Background: an optimization exercise with open tools, aiming at small area, a short achievable clock period and few clock cycles per item. Do not read the settings as production practice.
In this exercise RTL edits were held to simulation tests only and were not proved equivalent to the original.
Power figures rest on the tool's default switching activity, not on a simulated workload.

## exp_golomb_bit_reader_top
module exp_golomb_bit_reader_top
#(
    parameter int BUFFER_WORDS     = egbr_pkg::BUFFER_WORDS_DEF,
    parameter int MAX_PREFIX_ZEROS = egbr_pkg::MAX_PREFIX_ZEROS_DEF
) (
    input  logic      i_clk,
    input  logic      i_rst_n,
    input  logic        i_in_valid,
    input  logic [40:0] i_in_word,     
    output logic        o_in_stall,
    output logic        o_out_valid,
    output logic [41:0] o_out_word,    
    input  logic        i_out_stall
);
Size in the first run: about 1,900 cells after synthesis, about 190 flip-flops, ~89 I/O pins, roughly 0.014 mm² of cells after synthesis.
export LEC_CHECK = 0
export ABC_AREA = 1
export CAP_MARGIN = 20
export CORE_MARGIN = 2
export CORE_UTILIZATION = 45
export CTS_BUF_LIST = sky130_fd_sc_hd__clkbuf_4 sky130_fd_sc_hd__clkbuf_8
export PLACE_DENSITY = 0.65
export SETUP_SLACK_MARGIN = 1.2
export SLEW_MARGIN = 20
create_clock -name core_clock -period 5.0 [get_ports {i_clk}]
standard.sh (not shown) runs the stock make flow with config.mk's settings and CLKGATE_MAP_FILE= SYNTH_SCRIPT=/design/flow/synth_recipe.tcl, a recipe that flattens the netlist after the stock synthesis.
==> flow/flow/run.sh <==
#!/bin/bash
set -euo pipefail
export BUFFER_PORTS_ARGS="-buffer_cell sky130_fd_sc_hd__buf_2"
bash standard.sh > flow_make.log 2>&1
The first run produced a clean layout.
Testbench counts at the start, summed over its fixed seeds: cycles 12,016, items 12,000.
Rerun with:
- SETUP_SLACK_MARGIN: 1.2 -> 1.5
=> Register-to-register slack is better by 0.18 ns; hold slack improves by 0.0034 ns; final cell count increases slightly; global-route usage increases by 0.14 points; worst setup slack gets better by 0.18 ns; critical path depth goes up by 3; sequential cell count does not change; utilization goes up by 2.1 points; design area came out higher by a few percent; total power rises by a few percent.
Rerun with:
- CTS_BUF_LIST: sky130_fd_sc_hd__clkbuf_4 sky130_fd_sc_hd__clkbuf_8 -> sky130_fd_sc_hd__clkbuf_8
- SETUP_SLACK_MARGIN: 1.5 -> 1.8
After rerunning: The changed run went through all stages and came out clean; setup slack improved by 0.068 ns; non-clock buffer count increases by 76; cell count increases by 3.2%; clock skew decreases by 0.0069 ns; clock power is about the same; synthesized area stays the same; routed wire length increases by 12%; design area increases by 11%; die area stays the same; power increases by 8.1%; clock-buffer cell count decreases by 1.
Rerun with:
- CORE_UTILIZATION: 45 -> 60
- CTS_BUF_LIST: sky130_fd_sc_hd__clkbuf_8 -> not set
- PLACE_DENSITY: 0.65 -> 0.8
- SETUP_SLACK_MARGIN: 1.8 -> 1.5
Result:
- final area shrinks by 10%
- wire length is lower by 8.0%
- non-clock buffer count went down by 93
- combinational power came out lower by 20%
- power goes up by 0.36%
- via count fell by 2.4%
- core utilization climbs by 11 points
- sequential power barely changes
- cell count falls by 7.0%
- die area falls by 24%
- critical path depth came out lower by 4
Rerun with:
- CAP_MARGIN: 20 -> 5
- CORE_UTILIZATION: 60 -> 45
- CTS_BUF_LIST: not set -> sky130_fd_sc_hd__clkbuf_8
- PLACE_DENSITY: 0.8 -> 0.65
- SLEW_MARGIN: 20 -> 5
The changed run completed without violations.
Setup slack improves by 0.061 ns.
Clock skew rises by 0.0039 ns.
Power falls by about 8%.
Core utilization falls by 17 points.
Final cell count rises by 4.1%.
Rerun with:
- ABC_AREA: 1 -> 0
- CAP_MARGIN: 5 -> 20
- SLEW_MARGIN: 5 -> 20
The changed run completed without violations.
Wire length climbs by 9.8%.
Final cell count decreases by 13%.
Global-route usage rises by 2.6 points.
Worst setup slack got worse by 1.0 ns.
First-iteration DRC count rises by 26%.
Power drops by 12%.

========
## juniper
The RTL this note starts from:
==> flow/design.v <==
package egbr_pkg;
    localparam int BUFFER_WORDS_DEF     = 3;
    localparam int MAX_PREFIX_ZEROS_DEF = 15;
    localparam int QUEUE_DEPTH          = 2;
    localparam int QPTR_W               = $clog2(QUEUE_DEPTH);
    localparam int QCNT_W               = $clog2(QUEUE_DEPTH + 1);
    localparam int MAX_COUNT            = 32;
    localparam logic [2:0] KIND_LOAD = 3'd0;
    localparam logic [2:0] KIND_GET  = 3'd1;
    localparam logic [2:0] KIND_SHOW = 3'd2;
    localparam logic [2:0] KIND_UE   = 3'd3;
    localparam logic [2:0] KIND_SE   = 3'd4;
    localparam logic [1:0] ST_OK    = 2'd0;
    localparam logic [1:0] ST_UNDER = 2'd1;
    localparam logic [1:0] ST_LONG  = 2'd2;
    localparam logic [1:0] ST_FULL  = 2'd3;
    typedef enum logic [2:0] {
        OP_NONE,
        OP_LOAD,
        OP_GET,
        OP_SHOW,
        OP_UE,
        OP_SE
    } t_op;
    typedef struct packed {
        logic [2:0]  kind;
        logic [31:0] stream_word;
        logic [5:0]  bit_count;
    } t_in_word;
    typedef struct packed {
        logic signed [32:0] value;
        logic [1:0]         status;
        logic [6:0]         bits_available;
    } t_out_word;
    typedef struct packed {
        t_op         op;
        logic [31:0] stream_word;
        logic [5:0]  count;
    } t_op_word;
    localparam int OP_WORD_W = 3 + 32 + 6;
    typedef struct packed {
        logic     valid;
        t_op_word entry;
    } t_q_head;
endpackage
module exp_golomb_bit_reader_top
#(
    parameter int BUFFER_WORDS     = egbr_pkg::BUFFER_WORDS_DEF,
    parameter int MAX_PREFIX_ZEROS = egbr_pkg::MAX_PREFIX_ZEROS_DEF
) (
    input  logic      i_clk,
    input  logic      i_rst_n,
    input  logic        i_in_valid,
    input  logic [40:0] i_in_word,     
    output logic        o_in_stall,
    output logic        o_out_valid,
    output logic [41:0] o_out_word,    
    input  logic        i_out_stall
);
    localparam logic [1:0] M_ZERO = 2'd0;
    localparam logic [1:0] M_RAW  = 2'd1;
    localparam logic [1:0] M_UE   = 2'd2;
    localparam logic [1:0] M_SE   = 2'd3;
    logic [31:0] r_w0, r_w1, r_w2;
    logic [2:0]  r_rsel;         
    logic [4:0]  r_ofs;          
    logic [1:0]  r_nw;           
    logic        r_mid_valid;
    logic [31:0] r_part;         
    logic [2:0]  r_rsh;          
    logic [1:0]  r_mode;
    logic [1:0]  r_status;
    logic        r_out_valid;
    logic [41:0] r_out;
    logic [2:0]  kind;
    logic [31:0] data;
    logic [5:0]  count;
    assign kind  = i_in_word[40:38];
    assign data  = i_in_word[37:6];
    assign count = i_in_word[5] ? 6'd32 : i_in_word[5:0];
    logic is_load, is_get, is_rd, is_ue, is_exp;
    assign is_load = (kind == egbr_pkg::KIND_LOAD);
    assign is_get  = (kind == egbr_pkg::KIND_GET);
    assign is_rd   = (kind == egbr_pkg::KIND_GET) || (kind == egbr_pkg::KIND_SHOW);
    assign is_ue   = (kind == egbr_pkg::KIND_UE);
    assign is_exp  = (kind == egbr_pkg::KIND_UE) || (kind == egbr_pkg::KIND_SE);
    logic stall, take;
    assign stall      = r_mid_valid && r_out_valid && i_out_stall;
    assign take       = i_in_valid && !stall;
    assign o_in_stall = stall;
    logic [31:0] first, second;
    assign first  = ({32{r_rsel[0]}} & r_w0) | ({32{r_rsel[1]}} & r_w1) | ({32{r_rsel[2]}} & r_w2);
    assign second = ({32{r_rsel[0]}} & r_w1) | ({32{r_rsel[1]}} & r_w2) | ({32{r_rsel[2]}} & r_w0);
    logic [62:0] a0;
    logic [46:0] a1;
    logic [38:0] a2;
    logic [34:0] a3;
    logic [32:0] a4;
    logic [31:0] top32;
    assign a0    = {first, second[31:1]};
    assign a1    = r_ofs[4] ? a0[46:0] : a0[62:16];
    assign a2    = r_ofs[3] ? a1[38:0] : a1[46:8];
    assign a3    = r_ofs[2] ? a2[34:0] : a2[38:4];
    assign a4    = r_ofs[1] ? a3[32:0] : a3[34:2];
    assign top32 = r_ofs[0] ? a4[31:0] : a4[32:1];
    logic [15:0] top16;
    assign top16 = top32[31:16];
    logic [15:0] first_one;
    logic        long_code;
    always_comb begin
        for (int k = 0; k < 16; k++)
            first_one[k] = top16[15-k] && ((top16 & ~(16'hFFFF >> k)) == 16'd0);
    end
    assign long_code = (top16 == 16'd0);
    logic [6:0] exp_pick;
    always_comb begin
        logic [5:0] s;
        exp_pick = '0;
        for (int k = 0; k < 16; k++) begin
            s = {1'b0, r_ofs} + 6'(2*k + 1);
            exp_pick = exp_pick | ({7{first_one[k]}} & {s[5] && (s[4:0] != 5'd0), s[5], s[4:0]});
        end
    end
    logic       exp_over, exp_wrap;
    logic [4:0] exp_ofs;
    assign {exp_over, exp_wrap, exp_ofs} = exp_pick;
    logic [4:0] zeros;
    always_comb begin
        zeros = 5'd16;
        for (int i = 0; i < 16; i++) begin
            if (top16[i]) zeros = 5'(15 - i);
        end
    end
    logic [5:0] sum_rd;
    logic       rd_wrap, rd_over;
    assign sum_rd  = {1'b0, r_ofs} + count;
    assign rd_wrap = sum_rd[5];
    assign rd_over = sum_rd[5] && (sum_rd[4:0] != 5'd0);
    logic held16;
    assign held16 = r_nw[1] || (r_nw[0] && (r_ofs <= 5'd16));
    logic [1:0] status;
    logic [1:0] mode;
    logic       consume;
    logic       wrap;
    logic       load_ok;
    always_comb begin
        status  = egbr_pkg::ST_OK;
        mode    = M_ZERO;
        consume = 1'b0;
        load_ok = 1'b0;
        wrap    = 1'b0;
        if (is_load) begin
            if (r_nw == 2'd3) status = egbr_pkg::ST_FULL;
            else              load_ok = 1'b1;
        end else if (is_rd) begin
            if ((r_nw == 2'd0 && count != 6'd0) || (r_nw == 2'd1 && rd_over)) begin
                status = egbr_pkg::ST_UNDER;
            end else begin
                mode    = (count == 6'd0) ? M_ZERO : M_RAW;
                consume = is_get;
                wrap    = rd_wrap;
            end
        end else if (is_exp) begin
            if (long_code) begin
                status = held16 ? egbr_pkg::ST_LONG : egbr_pkg::ST_UNDER;
            end else if (r_nw == 2'd0 || (r_nw == 2'd1 && exp_over)) begin
                status = egbr_pkg::ST_UNDER;
            end else begin
                mode    = is_ue ? M_UE : M_SE;
                consume = 1'b1;
                wrap    = exp_wrap;
            end
        end
    end
    logic [4:0] ofs_next;
    assign ofs_next = is_exp ? exp_ofs : sum_rd[4:0];
    logic [4:0]  rsh;
    logic [31:0] p1, part;
    assign rsh  = is_exp ? {~zeros[3:0], 1'b1} : 5'(6'd32 - count);
    assign p1   = rsh[4] ? {16'b0, top32[31:16]} : top32;
    assign part = rsh[3] ? {8'b0, p1[31:8]} : p1;
    logic [2:0] wsel;
    always_comb begin
        unique case (r_nw)
            2'd0:    wsel = r_rsel;
            2'd1:    wsel = {r_rsel[1:0], r_rsel[2]};
            default: wsel = {r_rsel[0], r_rsel[2:1]};
        endcase
    end
    always_ff @(posedge i_clk) begin
        if (!i_rst_n) begin
            r_rsel <= 3'b001;
            r_ofs  <= '0;
            r_nw   <= '0;
        end else if (take) begin
            if (consume) r_ofs <= ofs_next;
            if (consume && wrap) r_rsel <= {r_rsel[1:0], r_rsel[2]};
            if (load_ok)               r_nw <= r_nw + 2'd1;
            else if (consume && wrap)  r_nw <= r_nw - 2'd1;
        end
    end
    always_ff @(posedge i_clk) begin
        if (take && load_ok && wsel[0]) r_w0 <= data;
    end
    always_ff @(posedge i_clk) begin
        if (take && load_ok && wsel[1]) r_w1 <= data;
    end
    always_ff @(posedge i_clk) begin
        if (take && load_ok && wsel[2]) r_w2 <= data;
    end
    always_ff @(posedge i_clk) begin
        if (!i_rst_n)    r_mid_valid <= 1'b0;
        else if (!stall) r_mid_valid <= i_in_valid;
    end
    always_ff @(posedge i_clk) begin
        if (take) begin
            r_part   <= part;
            r_rsh    <= rsh[2:0];
            r_mode   <= mode;
            r_status <= status;
        end
    end
    logic [31:0] q1, q2, code;
    assign q1   = r_rsh[2] ? {4'b0, r_part[31:4]} : r_part;
    assign q2   = r_rsh[1] ? {2'b0, q1[31:2]} : q1;
    assign code = r_rsh[0] ? {1'b0, q2[31:1]} : q2;
    logic [15:0] any_below;      
    always_comb begin
        for (int i = 0; i < 16; i++) any_below[i] = |(code[15:0] & 16'((32'd1 << i) - 32'd1));
    end
    logic [32:0] value;
    always_comb begin
        unique case (r_mode)
            M_ZERO:  value = '0;
            M_RAW:   value = {1'b0, code};
            M_UE:    value = {17'b0, code[15:0] ^ ~any_below};
            default: begin
                for (int i = 0; i < 15; i++)
                    value[i] = code[i+1] ^ (code[0] && ((code[15:0] & 16'((32'd2 << i) - 32'd2)) != '0));
                value[32:15] = {18{code[0] && (code[15:1] != 15'd0)}};
            end
        endcase
    end
    logic adv;
    assign adv = !(r_out_valid && i_out_stall);
    always_ff @(posedge i_clk) begin
        if (!i_rst_n)  r_out_valid <= 1'b0;
        else if (adv)  r_out_valid <= r_mid_valid;
    end
    always_ff @(posedge i_clk) begin
        if (adv && r_mid_valid) r_out <= {value, r_status, 7'({r_nw, 5'b0}) - 7'(r_ofs)};
    end
    assign o_out_valid = r_out_valid;
    assign o_out_word  = r_out;
endmodule
Settings: LEC_CHECK=0, ABC_AREA=1, CAP_MARGIN=20, CORE_MARGIN=2, CORE_UTILIZATION=45, PLACE_DENSITY=0.65, SETUP_SLACK_MARGIN=1.8, SLEW_MARGIN=20; clock period 5.0 ns.
run.sh (not shown) runs the stock make flow with config.mk's settings and CLKGATE_MAP_FILE= SYNTH_SCRIPT=/design/flow/synth_recipe.tcl, a recipe that flattens the netlist after the stock synthesis.
Stock flow here: none of the scripts above is used.
Testbench counts of juniper, summed over its fixed seeds: cycles 12,016, items 12,000.
Changes in harbor relative to juniper:
==> flow/flow/run.sh (new file) <==
#!/bin/bash
set -euo pipefail
export BUFFER_PORTS_ARGS="-buffer_cell sky130_fd_sc_hd__buf_2"
bash standard.sh > flow_make.log 2>&1
==> flow/standard.sh (new file) <==
#!/bin/bash
# synth_recipe.tcl (not shown) runs the flow's synth.tcl, then flattens the netlist and writes it again
# the make line also repeats each setting of config.mk as NAME=value (left out here)
make -C /OpenROAD-flow-scripts/flow DESIGN_CONFIG=/design/flow/config.mk WORK_HOME=/design/flow/orfs CLKGATE_MAP_FILE= SYNTH_SCRIPT=/design/flow/synth_recipe.tcl "${@:-finish}"
-- flow/config.mk --
<<< juniper, line 12
>>> harbor, line 12
export CTS_BUF_LIST = sky130_fd_sc_hd__clkbuf_8
<<< juniper, line 13
export SETUP_SLACK_MARGIN = 1.8
>>> harbor, line 14
export SETUP_SLACK_MARGIN = 1.5
removed: flow/run.sh
==> run summary <==
- Every stage of the flow completed for harbor, and the final layout passed the timing, design-rule and antenna checks.
- Compared with juniper, harbor instantiates a smaller number of cells.
- Going from juniper to harbor, register share of the cell area picked up an extra 4.1 points; filler cell count in the final layout up 8.6%; register-to-register setup slack lower.
- Run comparison: harbor group drawing the most power registers; juniper group drawing the most power combinational cells
The following lists how xenon was set up differently from harbor:
==> flow/run.sh (new file) <==
#!/bin/bash
# synth_recipe.tcl (not shown) runs the flow's synth.tcl, then flattens the netlist and writes it again
# the make line also repeats each setting of config.mk as NAME=value (left out here)
make -C /OpenROAD-flow-scripts/flow DESIGN_CONFIG=/design/flow/config.mk WORK_HOME=/design/flow/orfs CLKGATE_MAP_FILE= SYNTH_SCRIPT=/design/flow/synth_recipe.tcl finish
-- flow/config.mk --
<<< harbor, line 12
export CTS_BUF_LIST = sky130_fd_sc_hd__clkbuf_8
>>> xenon, line 12
<<< harbor, line 14
export SETUP_SLACK_MARGIN = 1.5
>>> xenon, line 13
export SETUP_SLACK_MARGIN = 1.2
removed: flow/flow/run.sh
removed: flow/standard.sh
Notes after the runs:
- The final layout from xenon, which completed every stage, passed the timing, design-rule and antenna checks at the end of the flow.
- xenon leaves less setup margin than harbor.
- When xenon is measured against harbor, its routing usage on met2 turns out 0.29 points lower.
- As far as share of synthesized cell area in full adder, half adder and majority cells goes, xenon and harbor are indistinguishable; the numbers are identical.
- Peak supply drop: xenon < harbor
- As far as number of buffers created by CTS is concerned, harbor and xenon perform about the same.
- Summary — wire length of the first global-routing pass, xenon relative to harbor: higher, by about 0.3%.
- Weighted congestion reported at the end of routability-driven placement ends up higher on harbor.

==> separate check: timing with driven ports <==
The flow's constraints put no driver on any port. The routed layouts listed below were extracted and timed again, unchanged, in two steps. Step 1 assumes that a clkbuf_16 drives the clock port and a buf_2 every other input. Step 2 times the ports against the registers' clock, not the clock port: input delays grow and output delays shrink by t, the midpoint of the rising clock arrivals with the driver on. Slacks: no drivers / after step 1 / after step 2; pairs: no drivers / after step 1.
run	t, ns	setup WS [ns]	worst setup path after step 2	cell pins on the clock port's net
the first run of note 1	0.560	1.503 / 1.503 / 1.103	input to register	1
the second run of note 1	0.562	1.684 / 1.684 / 1.286	input to register	1
the third run of note 1	0.566	1.752 / 1.752 / 1.377	input to register	1
the fourth run of note 1	0.498	1.623 / 1.623 / 1.248	input to register	1
the fifth run of note 1	0.562	1.684 / 1.684 / 1.286	input to register	1
the sixth run of note 1	0.552	0.638 / 0.638 / 0.368	input to register	1
juniper	0.514	1.731 / 1.731 / 1.344	input to register	1
harbor	0.562	1.684 / 1.684 / 1.286	input to register	1
xenon	0.510	1.414 / 1.414 / 1.037	input to register	1
After both steps setup and hold are still met in every run listed. The setup slack of the first run of note 1, which loses most, moves by 0.000 ns with the drivers and by -0.400 ns with both steps.
